Background: an optimization exercise with open tools, aiming at small area and a short achievable clock period. Do not read the settings as production practice.
Only simulation tests tie the RTL to the original design; equivalence was not proved.

==> v21: inputs <==
Design armsCore, start of the top module:
module armsCore #(
  parameter legPkg::addrT resetAddr = '0
) (
  input  logic  clk,
  input  logic  rstN,
  output legPkg::addrT  instrAddr,
  input  legPkg::instrT instr,
  output legPkg::addrT  dataAddr,
  output legPkg::wordT  dataWr,
  input  legPkg::wordT  dataRd,
  output logic  memWrite,
  output logic  memRead
);
==> module regFile, before the edit <==
module regFile (
  input  logic   clk,
  input  logic [30:0] selA,
  input  logic [30:0] selB,
  output legPkg::wordT   rdDataA,
  output logic   rdNonzeroA,
  output legPkg::wordT   rdDataB,
  input  logic   wrEn,
  input  legPkg::regIdxT wrIdx,
  input  legPkg::wordT   wrData,
  input  logic   wrNonzero
);
  legPkg::wordT regs [0:30];
  logic [30:0]  nonzero;
  always_ff @(posedge clk) begin
    if (wrEn) begin
      regs[wrIdx] <= wrData;
      nonzero[wrIdx] <= wrNonzero;
    end
  end
  assign rdNonzeroA = |(selA & nonzero);
  always_comb begin
    rdDataA = '0;
    rdDataB = '0;
    for (int i = 0; i < 31; i++) begin
      rdDataA = rdDataA | (regs[i] & {64{selA[i]}});
      rdDataB = rdDataB | (regs[i] & {64{selB[i]}});
    end
  end
endmodule
==> module armsCore, before the edit <==
module armsCore #(
  parameter legPkg::addrT resetAddr = '0
) (
  input  logic  clk,
  input  logic  rstN,
  output legPkg::addrT  instrAddr,
  input  legPkg::instrT instr,
  output legPkg::addrT  dataAddr,
  output legPkg::wordT  dataWr,
  input  legPkg::wordT  dataRd,
  output logic  memWrite,
  output logic  memRead
);
  logic [63:2]    pc;
  legPkg::ctrlT   fCtrl;
  logic [30:0]    fSelA;
  logic [30:0]    fSelB;
  legPkg::regIdxT fDest;
  logic [25:0]    fOffset;
  legPkg::ctrlT   ifCtrl;
  logic [30:0]    ifSelA;
  logic [30:0]    ifSelB;
  legPkg::regIdxT ifDest;
  logic [25:0]    ifOffset;
  logic [63:2]    ifPc;
  logic [21:10]   ifImm;
  logic [63:2]    brTarget;
  legPkg::wordT   rdDataA;
  logic           rdNonzeroA;
  legPkg::wordT   rdDataB;
  legPkg::wordT   opB;
  legPkg::flagsT  flags;
  logic           condMet;
  logic [63:2]    pcNext;
  logic [63:2]    pcPlus1;
  logic   exWe, exLoad, exStore;
  legPkg::wordT   exResult;
  legPkg::wordT   exStoreData;
  legPkg::regIdxT exDest;
  logic   wrEn;
  legPkg::wordT   wrData;
  logic   wrNonzero;
  logic   dxLoad;
  decodeStage uDecode (
    .instr(instr), .ctrl(fCtrl), .selA(fSelA), .selB(fSelB), .dest(fDest)
  );
  always_ff @(posedge clk) begin
    if (!rstN) begin
      pc <= resetAddr[63:2];
      ifCtrl <= '0;
    end else begin
      pc <= pcNext;
      ifCtrl <= fCtrl;
    end
  end
  assign fOffset = fCtrl.brB ? instr[25:0] : {{7{instr[23]}}, instr[23:5]};
  always_ff @(posedge clk) begin
    ifSelA <= fSelA;
    ifSelB <= fSelB;
    ifDest <= fDest;
    ifOffset <= fOffset;
    ifPc <= pc;
  end
  assign instrAddr = {pc, resetAddr[1:0]};
  regFile uRegFile (
    .clk(clk), .selA(ifSelA), .selB(ifSelB), .rdDataA(rdDataA), .rdNonzeroA(rdNonzeroA), .rdDataB(rdDataB),
    .wrEn(wrEn), .wrIdx(exDest), .wrData(wrData),
    .wrNonzero(wrNonzero)
  );
  always_comb begin
    condMet = ifCtrl.brB |
              (ifCtrl.brEq & flags.z) |
              (ifCtrl.brNe & ~flags.z) |
              (ifCtrl.brLt & (flags.n ^ flags.v)) |
              (ifCtrl.brGe & ~(flags.n ^ flags.v));
    if (ifCtrl.brCbz & ~rdNonzeroA) condMet = 1'b1;
    if (ifCtrl.brCbnz & rdNonzeroA) condMet = 1'b1;
  end
  assign ifImm = ifOffset[16:5];
  pfxAdd #(.W(62), .TOPO(2)) uTarget (
    .a(ifPc), .b({{36{ifOffset[25]}}, ifOffset}), .cin(1'b0), .sum(brTarget), .prop(), .carry()
  );
  prefixInc #(.W(62)) uInc (.a(pc), .sum(pcPlus1));
  assign pcNext = condMet ? brTarget : pcPlus1;
  always_comb begin
    if (ifCtrl.useImm) opB = {52'd0, ifImm[21:10]};
    else if (ifCtrl.load | ifCtrl.store) opB = {{55{ifImm[20]}}, ifImm[20:12]};
    else opB = rdDataB;
    if (ifCtrl.sub) opB = ~opB;
  end
  executeStage uExecute (
    .clk(clk), .rstN(rstN),
    .idWe(ifCtrl.we), .idLoad(ifCtrl.load), .idStore(ifCtrl.store),
    .idSetFlags(ifCtrl.setFlags), .idSub(ifCtrl.sub), .idAnd(ifCtrl.opAnd),
    .idOrr(ifCtrl.opOrr), .idEor(ifCtrl.opEor),
    .idA(rdDataA), .idB(opB), .idStoreData(rdDataB), .idDest(ifDest),
    .flags(flags),
    .dxLoadQ(dxLoad), .exWe(exWe), .exLoad(exLoad), .exStore(exStore), .exResult(exResult),
    .exStoreData(exStoreData), .exDest(exDest)
  );
  memWriteback uMemWb (
    .clk(clk), .rstN(rstN), .dxLoad(dxLoad), .memRead(memRead), .exWe(exWe), .exLoad(exLoad), .exResult(exResult), .dataRd(dataRd),
    .wrEn(wrEn), .wrData(wrData), .wrNonzero(wrNonzero)
  );
  assign memWrite = exStore;
  assign dataAddr = exResult;
  assign dataWr   = exStoreData;
endmodule
clock: 6.8 ns
lec_check: 0
cap_margin: 20
core_margin: 2
core_utilization: 55
cts_cluster_diameter: 80
cts_cluster_size: 20
setup_slack_margin: 4.1
slew_margin: 20
synth_hierarchical: 1
run.sh (not shown) runs the stock make flow with config.mk's settings and CLKGATE_MAP_FILE= SYNTH_SCRIPT=/design/flow/synth_recipe.tcl, a recipe that flattens the netlist after the stock synthesis.
==> v35: changes against v21 <==
--- a/flow/design.v
+++ b/flow/design.v
@@ -180,72 +180,125 @@
   legPkg::wordT p;
   legPkg::wordT c;
   legPkg::wordT o;
   legPkg::wordT early;
   logic arith;
   pfxAdd #(.W(64), .TOPO(2)) uAdd (.a(a), .b(b), .cin(cin), .sum(), .prop(p), .carry(c));
   assign o = a | b;
-  assign z = &(~(p ^ {o[62:0], cin}));
+  zeroTest uZero (.p(p), .o({o[62:0], cin}), .z(z));
   assign p63 = p[63];
   assign c63 = c[63];
   assign arith = ~(opAnd | opOrr | opEor);
   always_comb begin
     if (opAnd) early = a & b;
     else if (opOrr) early = o;
     else early = p;
   end
-  carryMix uMix (.early(early), .c(c), .en(arith), .y(result));
+  lateXor uMix (.early(early), .late(c), .en(arith), .y(result));
 endmodule
-module carryMix (
+module lateXor (
   input  legPkg::wordT early,
-  input  legPkg::wordT c,
+  input  legPkg::wordT late,
   input  logic en,
   output legPkg::wordT y
 );
-  assign y = early ^ (c & {64{en}});
+  assign y = early ^ (late & {64{en}});
 endmodule
 module lateMux (
   input  logic s,
   input  logic d1,
   input  logic d0,
   output logic y
 );
   assign y = s ? d1 : d0;
 endmodule
+module zeroTest (
+  input  legPkg::wordT p,
+  input  legPkg::wordT o,
+  output logic z
+);
+  legPkg::wordT eq;
+  logic [7:0] part;
+  assign eq = ~(p ^ o);
+  for (genvar k = 0; k < 8; k++) begin : gPart
+    and8 uAnd (.d(eq[8*k +: 8]), .y(part[k]));
+  end
+  and8 uTop (.d(part), .y(z));
+endmodule
+module and8 (
+  input  logic [7:0] d,
+  output logic y
+);
+  assign y = &d;
+endmodule
 `timescale 1ns/1ps
 import legPkg::*;
 module regFile (
   input  logic   clk,
   input  logic [30:0] selA,
   input  logic [30:0] selB,
   output legPkg::wordT   rdDataA,
   output logic   rdNonzeroA,
   output legPkg::wordT   rdDataB,
-  input  logic   wrEn,
-  input  legPkg::regIdxT wrIdx,
+  input  logic   rstN,
+  input  logic [3:0] wrHi,    
+  input  logic [7:0] wrLo,    
   input  legPkg::wordT   wrData,
   input  logic   wrNonzero
 );
-  legPkg::wordT regs [0:30];
+  logic [64:0]  regs [0:30];
   logic [30:0]  nonzero;
-  always_ff @(posedge clk) begin
-    if (wrEn) begin
-      regs[wrIdx] <= wrData;
-      nonzero[wrIdx] <= wrNonzero;
+  logic [30:0] rowEn;
+  for (genvar i = 0; i < 31; i++) begin : gRow
+    assign rowEn[i] = rstN & wrHi[i / 8] & wrLo[i % 8];
+    always_ff @(posedge clk) begin
+      if (rowEn[i]) regs[i] <= {wrNonzero, wrData};
     end
   end
-  assign rdNonzeroA = |(selA & nonzero);
-  always_comb begin
-    rdDataA = '0;
-    rdDataB = '0;
-    for (int i = 0; i < 31; i++) begin
-      rdDataA = rdDataA | (regs[i] & {64{selA[i]}});
-      rdDataB = rdDataB | (regs[i] & {64{selB[i]}});
+  for (genvar i = 0; i < 31; i++) begin : gNz
+    assign nonzero[i] = regs[i][64];
+  end
+  selOr31 uNzRead (.sel(selA), .d(nonzero), .y(rdNonzeroA));
+  for (genvar b = 0; b < 64; b++) begin : gBit
+    logic [10:0] tA;
+    logic [10:0] tB;
+    for (genvar g = 0; g < 10; g++) begin : gGrp
+      aoi3 uA (.s(selA[3*g +: 3]), .d({regs[3*g+2][b], regs[3*g+1][b], regs[3*g][b]}), .yN(tA[g]));
+      aoi3 uB (.s(selB[3*g +: 3]), .d({regs[3*g+2][b], regs[3*g+1][b], regs[3*g][b]}), .yN(tB[g]));
     end
+    assign tA[10] = ~(selA[30] & regs[30][b]);
+    assign tB[10] = ~(selB[30] & regs[30][b]);
+    nand11 uOrA (.d(tA), .y(rdDataA[b]));
+    nand11 uOrB (.d(tB), .y(rdDataB[b]));
+  end
+endmodule
+module selOr31 (
+  input  logic [30:0] sel,
+  input  logic [30:0] d,
+  output logic y
+);
+  logic [10:0] t;
+  for (genvar g = 0; g < 10; g++) begin : gGrp
+    aoi3 uTerm (.s(sel[3*g +: 3]), .d(d[3*g +: 3]), .yN(t[g]));
   end
+  assign t[10] = ~(sel[30] & d[30]);
+  nand11 uOr (.d(t), .y(y));
+endmodule
+module aoi3 (
+  input  logic [2:0] s,
+  input  logic [2:0] d,
+  output logic yN
+);
+  assign yN = ~|(s & d);
+endmodule
+module nand11 (
+  input  logic [10:0] d,
+  output logic y
+);
+  assign y = ~&d;
 endmodule
 `timescale 1ns/1ps
 import legPkg::*;
 module decodeStage (
   input  legPkg::instrT  instr,
   output legPkg::ctrlT   ctrl,
   output logic [30:0]    selA,    
@@ -320,20 +373,20 @@
   input  logic   idEor,
   input  legPkg::wordT   idA,
   input  legPkg::wordT   idB,
   input  legPkg::wordT   idStoreData,
   input  legPkg::regIdxT idDest,
   output legPkg::flagsT  flags,
   output logic   dxLoadQ,
-  output logic   exWe,
+  output logic [3:0] exWrHi,    
+  output logic [7:0] exWrLo,    
   output logic   exLoad,
   output logic   exStore,
   output legPkg::wordT   exResult,
-  output legPkg::wordT   exStoreData,
-  output legPkg::regIdxT exDest
+  output legPkg::wordT   exStoreData
 );
   logic   dxWe, dxLoad, dxStore, dxSetFlags;
   logic   dxSub, dxAnd, dxOrr, dxEor;
   legPkg::wordT   dxA;
   legPkg::wordT   dxB;
   legPkg::wordT   dxStoreData;
   legPkg::regIdxT dxDest;
@@ -381,51 +434,48 @@
     flags.n <= nNext;
     flags.z <= zNext;
     flags.v <= vNext;
     flags.c <= 1'b0;
   end
   always_ff @(posedge clk) begin
     if (!rstN) begin
-      exWe <= 1'b0;
+      exWrLo <= '0;
       exLoad <= 1'b0;
       exStore <= 1'b0;
     end else begin
-      exWe <= dxWe;
+      for (int j = 0; j < 8; j++) exWrLo[j] <= dxWe && dxDest[2:0] == 3'(j);
       exLoad <= dxLoad;
       exStore <= dxStore;
     end
   end
   always_ff @(posedge clk) begin
     exResult <= result;
     exStoreData <= dxStoreData;
-    exDest <= dxDest;
+    for (int k = 0; k < 4; k++) exWrHi[k] <= dxDest[4:3] == 2'(k);
   end
 endmodule
 `timescale 1ns/1ps
 import legPkg::*;
 module memWriteback (
   input  logic   clk,
   input  logic   rstN,
   input  logic   dxLoad,
   output logic   memRead,
-  input  logic   exWe,
   input  logic   exLoad,
   input  legPkg::wordT   exResult,
   input  legPkg::wordT   dataRd,
-  output logic   wrEn,
   output legPkg::wordT   wrData,
   output logic   wrNonzero
 );
   logic nzResult;
   logic nzLoad;
   always_ff @(posedge clk) begin
     if (!rstN) memRead <= 1'b0;
     else memRead <= dxLoad;
   end
-  assign wrEn = rstN && exWe;
   assign wrData = exLoad ? dataRd : exResult;
   orReduce uNzResult (.d(exResult), .y(nzResult));
   orReduce uNzLoad (.d(dataRd), .y(nzLoad));
   assign wrNonzero = exLoad ? nzLoad : nzResult;
 endmodule
 module orReduce (
   input  legPkg::wordT d,
@@ -472,23 +522,28 @@
   logic [63:2]    ifPc;
   logic [21:10]   ifImm;
   logic [63:2]    brTarget;
   legPkg::wordT   rdDataA;
   logic           rdNonzeroA;
   legPkg::wordT   rdDataB;
   legPkg::wordT   opB;
+  legPkg::wordT   opBEarly;
+  logic           immSel;
   legPkg::flagsT  flags;
-  logic           condMet;
+  logic           condFlags;
+  logic           condIfNonzero;
+  logic           condIfZero;
+  logic [3:0]     take;
   logic [63:2]    pcNext;
   logic [63:2]    pcPlus1;
-  logic   exWe, exLoad, exStore;
+  logic   exLoad, exStore;
+  logic [3:0]     exWrHi;
+  logic [7:0]     exWrLo;
   legPkg::wordT   exResult;
   legPkg::wordT   exStoreData;
-  legPkg::regIdxT exDest;
-  logic   wrEn;
   legPkg::wordT   wrData;
   logic   wrNonzero;
   logic   dxLoad;
   decodeStage uDecode (
     .instr(instr), .ctrl(fCtrl), .selA(fSelA), .selB(fSelB), .dest(fDest)
   );
   always_ff @(posedge clk) begin
@@ -507,49 +562,56 @@
     ifDest <= fDest;
     ifOffset <= fOffset;
     ifPc <= pc;
   end
   assign instrAddr = {pc, resetAddr[1:0]};
   regFile uRegFile (
     .clk(clk), .selA(ifSelA), .selB(ifSelB), .rdDataA(rdDataA), .rdNonzeroA(rdNonzeroA), .rdDataB(rdDataB),
-    .wrEn(wrEn), .wrIdx(exDest), .wrData(wrData),
+    .rstN(rstN), .wrHi(exWrHi), .wrLo(exWrLo), .wrData(wrData),
     .wrNonzero(wrNonzero)
   );
   always_comb begin
-    condMet = ifCtrl.brB |
-              (ifCtrl.brEq & flags.z) |
-              (ifCtrl.brNe & ~flags.z) |
-              (ifCtrl.brLt & (flags.n ^ flags.v)) |
-              (ifCtrl.brGe & ~(flags.n ^ flags.v));
-    if (ifCtrl.brCbz & ~rdNonzeroA) condMet = 1'b1;
-    if (ifCtrl.brCbnz & rdNonzeroA) condMet = 1'b1;
+    condFlags = ifCtrl.brB |
+                (ifCtrl.brEq & flags.z) |
+                (ifCtrl.brNe & ~flags.z) |
+                (ifCtrl.brLt & (flags.n ^ flags.v)) |
+                (ifCtrl.brGe & ~(flags.n ^ flags.v));
+  end
+  assign condIfNonzero = condFlags | ifCtrl.brCbnz;
+  assign condIfZero = condFlags | ifCtrl.brCbz;
+  for (genvar q = 0; q < 4; q++) begin : gTake
+    lateMux uTake (.s(rdNonzeroA), .d1(condIfNonzero), .d0(condIfZero), .y(take[q]));
   end
   assign ifImm = ifOffset[16:5];
   pfxAdd #(.W(62), .TOPO(2)) uTarget (
     .a(ifPc), .b({{36{ifOffset[25]}}, ifOffset}), .cin(1'b0), .sum(brTarget), .prop(), .carry()
   );
   prefixInc #(.W(62)) uInc (.a(pc), .sum(pcPlus1));
-  assign pcNext = condMet ? brTarget : pcPlus1;
+  for (genvar k = 2; k < 64; k++) begin : gPcNext
+    assign pcNext[k] = take[(k - 2) / 16] ? brTarget[k] : pcPlus1[k];
+  end
+  assign immSel = ifCtrl.useImm | ifCtrl.load | ifCtrl.store;
   always_comb begin
-    if (ifCtrl.useImm) opB = {52'd0, ifImm[21:10]};
-    else if (ifCtrl.load | ifCtrl.store) opB = {{55{ifImm[20]}}, ifImm[20:12]};
-    else opB = rdDataB;
-    if (ifCtrl.sub) opB = ~opB;
+    if (ifCtrl.useImm) opBEarly = {52'd0, ifImm[21:10]};
+    else if (ifCtrl.load | ifCtrl.store) opBEarly = {{55{ifImm[20]}}, ifImm[20:12]};
+    else opBEarly = '0;
+    if (ifCtrl.sub) opBEarly = ~opBEarly;
   end
+  lateXor uOpB (.early(opBEarly), .late(rdDataB), .en(~immSel), .y(opB));
   executeStage uExecute (
     .clk(clk), .rstN(rstN),
     .idWe(ifCtrl.we), .idLoad(ifCtrl.load), .idStore(ifCtrl.store),
     .idSetFlags(ifCtrl.setFlags), .idSub(ifCtrl.sub), .idAnd(ifCtrl.opAnd),
     .idOrr(ifCtrl.opOrr), .idEor(ifCtrl.opEor),
     .idA(rdDataA), .idB(opB), .idStoreData(rdDataB), .idDest(ifDest),
     .flags(flags),
-    .dxLoadQ(dxLoad), .exWe(exWe), .exLoad(exLoad), .exStore(exStore), .exResult(exResult),
-    .exStoreData(exStoreData), .exDest(exDest)
+    .dxLoadQ(dxLoad), .exWrHi(exWrHi), .exWrLo(exWrLo), .exLoad(exLoad), .exStore(exStore), .exResult(exResult),
+    .exStoreData(exStoreData)
   );
   memWriteback uMemWb (
-    .clk(clk), .rstN(rstN), .dxLoad(dxLoad), .memRead(memRead), .exWe(exWe), .exLoad(exLoad), .exResult(exResult), .dataRd(dataRd),
-    .wrEn(wrEn), .wrData(wrData), .wrNonzero(wrNonzero)
+    .clk(clk), .rstN(rstN), .dxLoad(dxLoad), .memRead(memRead), .exLoad(exLoad), .exResult(exResult), .dataRd(dataRd),
+    .wrData(wrData), .wrNonzero(wrNonzero)
   );
   assign memWrite = exStore;
   assign dataAddr = exResult;
   assign dataWr   = exStoreData;
 endmodule
--- a/flow/config.mk
+++ b/flow/config.mk
@@ -6,10 +6,10 @@
 export NUM_CORES = 8
 export LEC_CHECK = 0
 export CAP_MARGIN = 20
 export CORE_MARGIN = 2
 export CORE_UTILIZATION = 55
 export CTS_CLUSTER_DIAMETER = 80
 export CTS_CLUSTER_SIZE = 20
-export SETUP_SLACK_MARGIN = 4.1
+export SETUP_SLACK_MARGIN = 4.0
 export SLEW_MARGIN = 20
 export SYNTH_HIERARCHICAL = 1
==> v16: changes against v21 <==
--- a/flow/design.v
+++ b/flow/design.v
@@ -221,32 +221,41 @@
   output logic   rdNonzeroA,
   output legPkg::wordT   rdDataB,
   input  logic   wrEn,
   input  legPkg::regIdxT wrIdx,
   input  legPkg::wordT   wrData,
   input  logic   wrNonzero
 );
-  legPkg::wordT regs [0:30];
+  logic [64:0]  regs [0:30];
   logic [30:0]  nonzero;
   always_ff @(posedge clk) begin
     if (wrEn) begin
-      regs[wrIdx] <= wrData;
-      nonzero[wrIdx] <= wrNonzero;
+      regs[wrIdx] <= {wrNonzero, wrData};
     end
   end
-  assign rdNonzeroA = |(selA & nonzero);
+  for (genvar i = 0; i < 31; i++) begin : gNz
+    assign nonzero[i] = regs[i][64];
+  end
+  selOr31 uNzRead (.sel(selA), .d(nonzero), .y(rdNonzeroA));
   always_comb begin
     rdDataA = '0;
     rdDataB = '0;
     for (int i = 0; i < 31; i++) begin
-      rdDataA = rdDataA | (regs[i] & {64{selA[i]}});
-      rdDataB = rdDataB | (regs[i] & {64{selB[i]}});
+      rdDataA = rdDataA | (regs[i][63:0] & {64{selA[i]}});
+      rdDataB = rdDataB | (regs[i][63:0] & {64{selB[i]}});
     end
   end
 endmodule
+module selOr31 (
+  input  logic [30:0] sel,
+  input  logic [30:0] d,
+  output logic y
+);
+  assign y = |(sel & d);
+endmodule
 `timescale 1ns/1ps
 import legPkg::*;
 module decodeStage (
   input  legPkg::instrT  instr,
   output legPkg::ctrlT   ctrl,
   output logic [30:0]    selA,    
   output logic [30:0]    selB,    
@@ -473,15 +482,18 @@
   logic [21:10]   ifImm;
   logic [63:2]    brTarget;
   legPkg::wordT   rdDataA;
   logic           rdNonzeroA;
   legPkg::wordT   rdDataB;
   legPkg::wordT   opB;
   legPkg::flagsT  flags;
-  logic           condMet;
+  logic           condFlags;
+  logic           condIfNonzero;
+  logic           condIfZero;
+  logic [3:0]     take;
   logic [63:2]    pcNext;
   logic [63:2]    pcPlus1;
   logic   exWe, exLoad, exStore;
   legPkg::wordT   exResult;
   legPkg::wordT   exStoreData;
   legPkg::regIdxT exDest;
   logic   wrEn;
@@ -511,28 +523,33 @@
   assign instrAddr = {pc, resetAddr[1:0]};
   regFile uRegFile (
     .clk(clk), .selA(ifSelA), .selB(ifSelB), .rdDataA(rdDataA), .rdNonzeroA(rdNonzeroA), .rdDataB(rdDataB),
     .wrEn(wrEn), .wrIdx(exDest), .wrData(wrData),
     .wrNonzero(wrNonzero)
   );
   always_comb begin
-    condMet = ifCtrl.brB |
-              (ifCtrl.brEq & flags.z) |
-              (ifCtrl.brNe & ~flags.z) |
-              (ifCtrl.brLt & (flags.n ^ flags.v)) |
-              (ifCtrl.brGe & ~(flags.n ^ flags.v));
-    if (ifCtrl.brCbz & ~rdNonzeroA) condMet = 1'b1;
-    if (ifCtrl.brCbnz & rdNonzeroA) condMet = 1'b1;
+    condFlags = ifCtrl.brB |
+                (ifCtrl.brEq & flags.z) |
+                (ifCtrl.brNe & ~flags.z) |
+                (ifCtrl.brLt & (flags.n ^ flags.v)) |
+                (ifCtrl.brGe & ~(flags.n ^ flags.v));
+  end
+  assign condIfNonzero = condFlags | ifCtrl.brCbnz;
+  assign condIfZero = condFlags | ifCtrl.brCbz;
+  for (genvar q = 0; q < 4; q++) begin : gTake
+    lateMux uTake (.s(rdNonzeroA), .d1(condIfNonzero), .d0(condIfZero), .y(take[q]));
   end
   assign ifImm = ifOffset[16:5];
   pfxAdd #(.W(62), .TOPO(2)) uTarget (
     .a(ifPc), .b({{36{ifOffset[25]}}, ifOffset}), .cin(1'b0), .sum(brTarget), .prop(), .carry()
   );
   prefixInc #(.W(62)) uInc (.a(pc), .sum(pcPlus1));
-  assign pcNext = condMet ? brTarget : pcPlus1;
+  for (genvar k = 2; k < 64; k++) begin : gPcNext
+    assign pcNext[k] = take[(k - 2) / 16] ? brTarget[k] : pcPlus1[k];
+  end
   always_comb begin
     if (ifCtrl.useImm) opB = {52'd0, ifImm[21:10]};
     else if (ifCtrl.load | ifCtrl.store) opB = {{55{ifImm[20]}}, ifImm[20:12]};
     else opB = rdDataB;
     if (ifCtrl.sub) opB = ~opB;
   end
   executeStage uExecute (
--- a/flow/config.mk
+++ b/flow/config.mk
@@ -6,10 +6,10 @@
 export NUM_CORES = 8
 export LEC_CHECK = 0
 export CAP_MARGIN = 20
 export CORE_MARGIN = 2
 export CORE_UTILIZATION = 55
 export CTS_CLUSTER_DIAMETER = 80
 export CTS_CLUSTER_SIZE = 20
-export SETUP_SLACK_MARGIN = 4.1
+export SETUP_SLACK_MARGIN = 4.0
 export SLEW_MARGIN = 20
 export SYNTH_HIERARCHICAL = 1
==> results.sh <==
export IMPL_initial_core_util_pct=55.3
export IMPL_status="timing/DRC/antenna clean"
export IMPL_grt_pass1_wl_um=725000
export IMPL_clk_latency_ns=0.90
export IMPL_crit_fanout=32
export IMPL_worstSetupPathType="register to register"
export IMPL_wl_met1_um=181000
(the above is from v21)
==> results.sh <==
export IMPL_drt_antenna_violating_nets=0
export IMPL_status="timing/DRC/antenna clean"
export IMPL_crit_fanout=33
export IMPL_clk_latency_ns=0.88
export IMPL_wl_met1_um=164000
export IMPL_worstSetupPathType="register to register"
export IMPL_initial_core_util_pct=55.3
(the above is from v16)
==> results.sh <==
export IMPL_clk_latency_ns=0.88
export IMPL_initial_core_util_pct=55.5
export IMPL_wl_met1_um=146000
export IMPL_crit_fanout=33
export IMPL_critPathMostFrequentCell="buf_4"
export IMPL_worstSetupPathType="input pin to register"
export IMPL_grt_pass1_wl_um=587000
export IMPL_status="timing/DRC/antenna clean"
(the above is from v35)

re-timing with driven ports:
How much do the figures lean on ideal ports? The routed layouts below were timed once more, with nothing changed but the port constraints.
Step 1, drivers: a clkbuf_16 drives clk and a buf_2 each remaining input, both assumed.
Step 2 times the ports against the registers' clock, not the clock port: input delays grow and output delays shrink by t, the midpoint of the rising clock arrivals with the driver on.
a / b / c = ideal ports / drivers / drivers and shift; a / b = the first two.
run | t (ns) | setup slack, ns | clock arrival spread, ns | slew at the worst register clock pin (ns) | worst data-port slew with drivers (ns)
v21 | 0.968 | 3.826 / 3.826 / 3.016 | 0.058 / 0.058 | 0.09 / 0.09 | 0.12
v35 | 0.944 | 3.717 / 3.634 / 2.691 | 0.053 / 0.053 | 0.09 / 0.09 | 0.16
v16 | 0.953 | 3.865 / 3.840 / 3.046 | 0.038 / 0.038 | 0.09 / 0.09 | 0.06
After both steps setup and hold are still met in every run listed. For v35, which loses most, drivers alone change the setup slack by -0.083 ns; drivers and shift together by -1.026 ns.
